From an optimization exercise on the open Yosys and OpenROAD flow, aimed at small area, a short achievable clock period and few clock cycles per item; shortcuts taken in it are not production practice. RTL that was checked went through simulation tests only; none was proved equivalent to the original. Power figures rest on the tool's default switching activity, not on a simulated workload.

== rev 12 ==
// alu_core
module alu_core (
    input  logic        clk,
    input  logic        rst,
    output logic [31:0] pc,
    output logic        inst_read,
    input  logic [31:0] inst_rdata,
    input  logic        inst_resp,
    output logic        wb_valid,
    output logic [4:0]  wb_rd,
    output logic [31:0] wb_data
);
==> module alu_exec, before the edit <==
module alu_exec (
    input  logic [9:0]  ctl,
    input  logic [31:0] opr1,
    input  logic [31:0] opr2,
    input  logic [4:0]  shamt,
    output logic [31:0] res
);
    logic [32:0] g [0:6];
    logic [32:0] p [0:6];
    logic [31:0] sum;
    logic        cout;
    logic        lt_u;
    logic        lt_s;
    logic [31:0] sll;
    logic [32:0] sr_w;
    assign g[0] = {opr1 & opr2, ctl[0]};
    assign p[0] = {opr1 ^ opr2, 1'b0};
    for (genvar l = 0; l < 6; l++) begin : g_lvl
        for (genvar i = 0; i < 33; i++) begin : g_bit
            if (i >= (1 << l)) begin : g_op
                assign g[l+1][i] = g[l][i] | (p[l][i] & g[l][i - (1 << l)]);
                assign p[l+1][i] = p[l][i] & p[l][i - (1 << l)];
            end else begin : g_pass
                assign g[l+1][i] = g[l][i];
                assign p[l+1][i] = p[l][i];
            end
        end
    end
    assign sum  = p[0][32:1] ^ g[6][31:0];
    assign cout = g[6][32];
    assign lt_u = ~cout;
    assign lt_s = lt_u ^ opr1[31] ^ ~opr2[31];
    assign sll  = opr1 << shamt;
    assign sr_w = $signed({ctl[9] & opr1[31], opr1}) >>> shamt;
    assign res = ({32{ctl[1]}} & sum)
               | {31'd0, (ctl[2] & lt_s) | (ctl[3] & lt_u)}
               | ({32{ctl[4]}} & (opr1 ^ opr2))
               | ({32{ctl[5]}} & (opr1 | opr2))
               | ({32{ctl[6]}} & (opr1 & opr2))
               | ({32{ctl[7]}} & sll)
               | ({32{ctl[8]}} & sr_w[31:0]);
endmodule
==> module alu_core, before the edit <==
module alu_core (
    input  logic        clk,
    input  logic        rst,
    output logic [31:0] pc,
    output logic        inst_read,
    input  logic [31:0] inst_rdata,
    input  logic        inst_resp,
    output logic        wb_valid,
    output logic [4:0]  wb_rd,
    output logic [31:0] wb_data
);
    logic        rr_valid;
    logic [4:0]  rr_rd;
    logic [31:0] rr_rs1;
    logic [31:0] rr_rs2;
    logic        rr_fwd1;
    logic        rr_fwd2;
    logic [31:0] rr_imm;
    logic [9:0]  rr_ctl;
    logic        ex_valid;
    logic [4:0]  ex_rd;
    logic [9:0]  ex_ctl;
    logic [31:0] ex_opr1;
    logic [31:0] ex_opr2;
    logic [4:0]  ex_shamt;
    logic [31:0] ex_res;
    logic [31:0] rs1_data;
    logic [31:0] rs2_data;
    logic [31:0] val1;
    logic [31:0] val2;
    fetch_decode i_fetch_decode (
        .clk        (clk),
        .rst        (rst),
        .pc         (pc),
        .inst_read  (inst_read),
        .inst_rdata (inst_rdata),
        .inst_resp  (inst_resp),
        .ex_valid   (ex_valid),
        .ex_rd      (ex_rd),
        .rr_valid   (rr_valid),
        .rr_rd      (rr_rd),
        .rr_rs1     (rr_rs1),
        .rr_rs2     (rr_rs2),
        .rr_fwd1    (rr_fwd1),
        .rr_fwd2    (rr_fwd2),
        .rr_imm     (rr_imm),
        .rr_ctl     (rr_ctl)
    );
    regfile i_regfile (
        .clk      (clk),
        .rs1      (rr_rs1),
        .rs2      (rr_rs2),
        .byp      (wb_data),
        .rs1_data (rs1_data),
        .rs2_data (rs2_data),
        .we       (wb_valid),
        .wr_rd    (wb_rd),
        .wr_data  (wb_data)
    );
    assign val1 = (ex_res & {32{rr_fwd1}}) | rs1_data;
    assign val2 = (ex_res & {32{rr_fwd2}}) | rs2_data | rr_imm;
    always_ff @(posedge clk) begin
        if (rst) begin
            ex_valid <= 1'b0;
        end else begin
            ex_valid <= rr_valid;
        end
    end
    always_ff @(posedge clk) begin
        ex_rd    <= rr_rd;
        ex_ctl   <= rr_ctl;
        ex_opr1  <= val1;
        ex_opr2  <= val2 ^ {32{rr_ctl[0]}};
        ex_shamt <= val2[4:0] & {5{rr_ctl[7] | rr_ctl[8]}};
    end
    alu_exec i_alu_exec (
        .ctl   (ex_ctl),
        .opr1  (ex_opr1),
        .opr2  (ex_opr2),
        .shamt (ex_shamt),
        .res   (ex_res)
    );
    always_ff @(posedge clk) begin
        if (rst) begin
            wb_valid <= 1'b0;
        end else begin
            wb_valid <= ex_valid;
        end
    end
    always_ff @(posedge clk) begin
        wb_rd   <= ex_rd;
        wb_data <= ex_res;
    end
endmodule
==> flow/config.mk <==
export PLATFORM = sky130hd
export DESIGN_NAME = alu_core
export DESIGN_NICKNAME = alu_core
export VERILOG_FILES = /design/flow/design.v
export SDC_FILE = /design/flow/constraint.sdc
export NUM_CORES = 4
export LEC_CHECK = 0
export CAP_MARGIN = 20
export CORE_MARGIN = 2
export CORE_UTILIZATION = 30
export CTS_CLUSTER_DIAMETER = 60
export CTS_CLUSTER_SIZE = 30
export PLACE_DENSITY = 0.5
export SETUP_SLACK_MARGIN = 3.0
export SLEW_MARGIN = 20
==> flow/constraint.sdc <==
create_clock -name core_clock -period 6.0 [get_ports {clk}]
set_input_delay 1.2000 -clock core_clock [delete_from_list [all_inputs] [get_ports {clk}]]
set_output_delay 1.2000 -clock core_clock [all_outputs]
set_load 0.01 [all_outputs]
standard.sh (not shown) runs the stock make flow with config.mk's settings and CLKGATE_MAP_FILE= SYNTH_SCRIPT=/design/flow/synth_recipe.tcl, a recipe that flattens the netlist after the stock synthesis.
==> flow/flow/run.sh <==
#!/bin/bash
# The standard layout (standard.sh) with three changes: slow many-input cells
# (mux4, 4-input and-or/or-and stacks, or4/nor4/and4) join the platform's
# don't-use list so that synthesis maps to faster cells; each port's buffer
# is a buf_4 instead of the default cell; and clock tree synthesis inserts
# no dummy loads. Tool output goes to standard.log here.
set -euo pipefail
export BUFFER_PORTS_ARGS="-buffer_cell sky130_fd_sc_hd__buf_4"
export CTS_ARGS="-sink_clustering_enable -repair_clock_nets -sink_clustering_size 30 -sink_clustering_max_diameter 60 -dont_use_dummy_load"
bash standard.sh DONT_USE_CELLS="sky130_fd_sc_hd__probe_p_8 sky130_fd_sc_hd__probec_p_8 sky130_fd_sc_hd__lpflow_bleeder_1 sky130_fd_sc_hd__lpflow_clkbufkapwr_1 sky130_fd_sc_hd__lpflow_clkbufkapwr_16 sky130_fd_sc_hd__lpflow_clkbufkapwr_2 sky130_fd_sc_hd__lpflow_clkbufkapwr_4 sky130_fd_sc_hd__lpflow_clkbufkapwr_8 sky130_fd_sc_hd__lpflow_clkinvkapwr_1 sky130_fd_sc_hd__lpflow_clkinvkapwr_16 sky130_fd_sc_hd__lpflow_clkinvkapwr_2 sky130_fd_sc_hd__lpflow_clkinvkapwr_4 sky130_fd_sc_hd__lpflow_clkinvkapwr_8 sky130_fd_sc_hd__lpflow_decapkapwr_12 sky130_fd_sc_hd__lpflow_decapkapwr_3 sky130_fd_sc_hd__lpflow_decapkapwr_4 sky130_fd_sc_hd__lpflow_decapkapwr_6 sky130_fd_sc_hd__lpflow_decapkapwr_8 sky130_fd_sc_hd__lpflow_inputiso0n_1 sky130_fd_sc_hd__lpflow_inputiso0p_1 sky130_fd_sc_hd__lpflow_inputiso1n_1 sky130_fd_sc_hd__lpflow_inputiso1p_1 sky130_fd_sc_hd__lpflow_inputisolatch_1 sky130_fd_sc_hd__lpflow_isobufsrc_1 sky130_fd_sc_hd__lpflow_isobufsrc_16 sky130_fd_sc_hd__lpflow_isobufsrc_2 sky130_fd_sc_hd__lpflow_isobufsrc_4 sky130_fd_sc_hd__lpflow_isobufsrc_8 sky130_fd_sc_hd__lpflow_isobufsrckapwr_16 sky130_fd_sc_hd__lpflow_lsbuf_lh_hl_isowell_tap_1 sky130_fd_sc_hd__lpflow_lsbuf_lh_hl_isowell_tap_2 sky130_fd_sc_hd__lpflow_lsbuf_lh_hl_isowell_tap_4 sky130_fd_sc_hd__lpflow_lsbuf_lh_isowell_4 sky130_fd_sc_hd__lpflow_lsbuf_lh_isowell_tap_1 sky130_fd_sc_hd__lpflow_lsbuf_lh_isowell_tap_2 sky130_fd_sc_hd__lpflow_lsbuf_lh_isowell_tap_4 sky130_fd_sc_hd__a2111o_1 sky130_fd_sc_hd__a2111o_2 sky130_fd_sc_hd__a2111o_4 sky130_fd_sc_hd__a2111oi_0 sky130_fd_sc_hd__a2111oi_1 sky130_fd_sc_hd__a2111oi_2 sky130_fd_sc_hd__a2111oi_4 sky130_fd_sc_hd__a311o_1 sky130_fd_sc_hd__a311o_2 sky130_fd_sc_hd__a311o_4 sky130_fd_sc_hd__a41o_1 sky130_fd_sc_hd__a41o_2 sky130_fd_sc_hd__a41o_4 sky130_fd_sc_hd__and4_1 sky130_fd_sc_hd__and4_2 sky130_fd_sc_hd__and4_4 sky130_fd_sc_hd__and4b_1 sky130_fd_sc_hd__and4b_2 sky130_fd_sc_hd__and4b_4 sky130_fd_sc_hd__and4bb_1 sky130_fd_sc_hd__and4bb_2 sky130_fd_sc_hd__and4bb_4 sky130_fd_sc_hd__mux4_1 sky130_fd_sc_hd__mux4_2 sky130_fd_sc_hd__mux4_4 sky130_fd_sc_hd__nor4_1 sky130_fd_sc_hd__nor4_2 sky130_fd_sc_hd__nor4_4 sky130_fd_sc_hd__nor4b_1 sky130_fd_sc_hd__nor4b_2 sky130_fd_sc_hd__nor4b_4 sky130_fd_sc_hd__nor4bb_1 sky130_fd_sc_hd__nor4bb_2 sky130_fd_sc_hd__nor4bb_4 sky130_fd_sc_hd__o2111a_1 sky130_fd_sc_hd__o2111a_2 sky130_fd_sc_hd__o2111a_4 sky130_fd_sc_hd__o2111ai_1 sky130_fd_sc_hd__o2111ai_2 sky130_fd_sc_hd__o2111ai_4 sky130_fd_sc_hd__o311a_1 sky130_fd_sc_hd__o311a_2 sky130_fd_sc_hd__o311a_4 sky130_fd_sc_hd__o41a_1 sky130_fd_sc_hd__o41a_2 sky130_fd_sc_hd__o41a_4 sky130_fd_sc_hd__or4_1 sky130_fd_sc_hd__or4_2 sky130_fd_sc_hd__or4_4 sky130_fd_sc_hd__or4b_1 sky130_fd_sc_hd__or4b_2 sky130_fd_sc_hd__or4b_4 sky130_fd_sc_hd__or4bb_1 sky130_fd_sc_hd__or4bb_2 sky130_fd_sc_hd__or4bb_4" finish > standard.log 2>&1
Testbench counts of rev 12, summed over its fixed seeds: cycles 4,832, items 4,136.
#### Input delta (rev 13 over rev 12)
--- a/flow/design.v
+++ b/flow/design.v
@@ -171,8 +171,10 @@
     logic        lt_s;
     logic [31:0] sll;
     logic [32:0] sr_w;
-    assign g[0] = {opr1 & opr2, ctl[0]};
-    assign p[0] = {opr1 ^ opr2, 1'b0};
+    logic [31:0] b;
+    assign b    = opr2 ^ {32{ctl[0]}};
+    assign g[0] = {opr1 & b, ctl[0]};
+    assign p[0] = {opr1 ^ b, 1'b0};
     for (genvar l = 0; l < 6; l++) begin : g_lvl
         for (genvar i = 0; i < 33; i++) begin : g_bit
             if (i >= (1 << l)) begin : g_op
@@ -187,7 +189,7 @@
     assign sum  = p[0][32:1] ^ g[6][31:0];
     assign cout = g[6][32];
     assign lt_u = ~cout;
-    assign lt_s = lt_u ^ opr1[31] ^ ~opr2[31];
+    assign lt_s = lt_u ^ opr1[31] ^ opr2[31];
     assign sll  = opr1 << shamt;
     assign sr_w = $signed({ctl[9] & opr1[31], opr1}) >>> shamt;
     assign res = ({32{ctl[1]}} & sum)
@@ -271,7 +273,7 @@
         ex_rd    <= rr_rd;
         ex_ctl   <= rr_ctl;
         ex_opr1  <= val1;
-        ex_opr2  <= val2 ^ {32{rr_ctl[0]}};
+        ex_opr2  <= val2;
         ex_shamt <= val2[4:0] & {5{rr_ctl[7] | rr_ctl[8]}};
     end
     alu_exec i_alu_exec (
Notes after the runs:
Rev 13 finished end to end and its layout was clean on timing, DRC and antenna.
Via count of rev 12 is on par with rev 13.
Across both runs, data required time of the worst path was higher for rev 13 than for rev 12.
When rev 13 is measured against rev 12, its number of fill cells turns out 1.1% lower.
The net switching fraction of the power number comes out lower for rev 13 vs rev 12.
Compared rev 13 vs rev 12, and synthesized cell area is down in rev 13.
Looking at headroom to the max-slew limit, rev 13 sits 4.8 points below rev 12.
Higher met2 wire length was reported by rev 12, not rev 13.
Function not checked in rev 13: the RTL went through the layout flow alone.

-- what the ideal ports hide --
No port has a modelled driver above. Below, the same layouts with a new extraction and two added sets of constraints. Step 1 sets driving cells, clkbuf_16 on the clock port and buf_2 on the other inputs (assumed; they add their load-dependent delay and slew). Step 2 moves the port delays by t, midway between the first and last clock arrival at a register: inputs arrive t later, outputs are due t later. That takes back most of the time a late clock gives input paths. a / b / c = ideal / step 1 / step 2; a / b = the first two.
run	t, ns	slack for setup (ns)	slew at the worst register clock pin (ns)	worst data-port slew with drivers (ns)
rev 12	0.810	2.837 / 2.837 / 2.471	0.10 / 0.10	0.12
rev 13	0.814	2.539 / 2.539 / 2.302	0.09 / 0.09	0.09
After both steps setup and hold are still met in every run listed. For rev 12, which loses most, drivers alone change the setup slack by 0.000 ns; drivers and shift together by -0.366 ns.
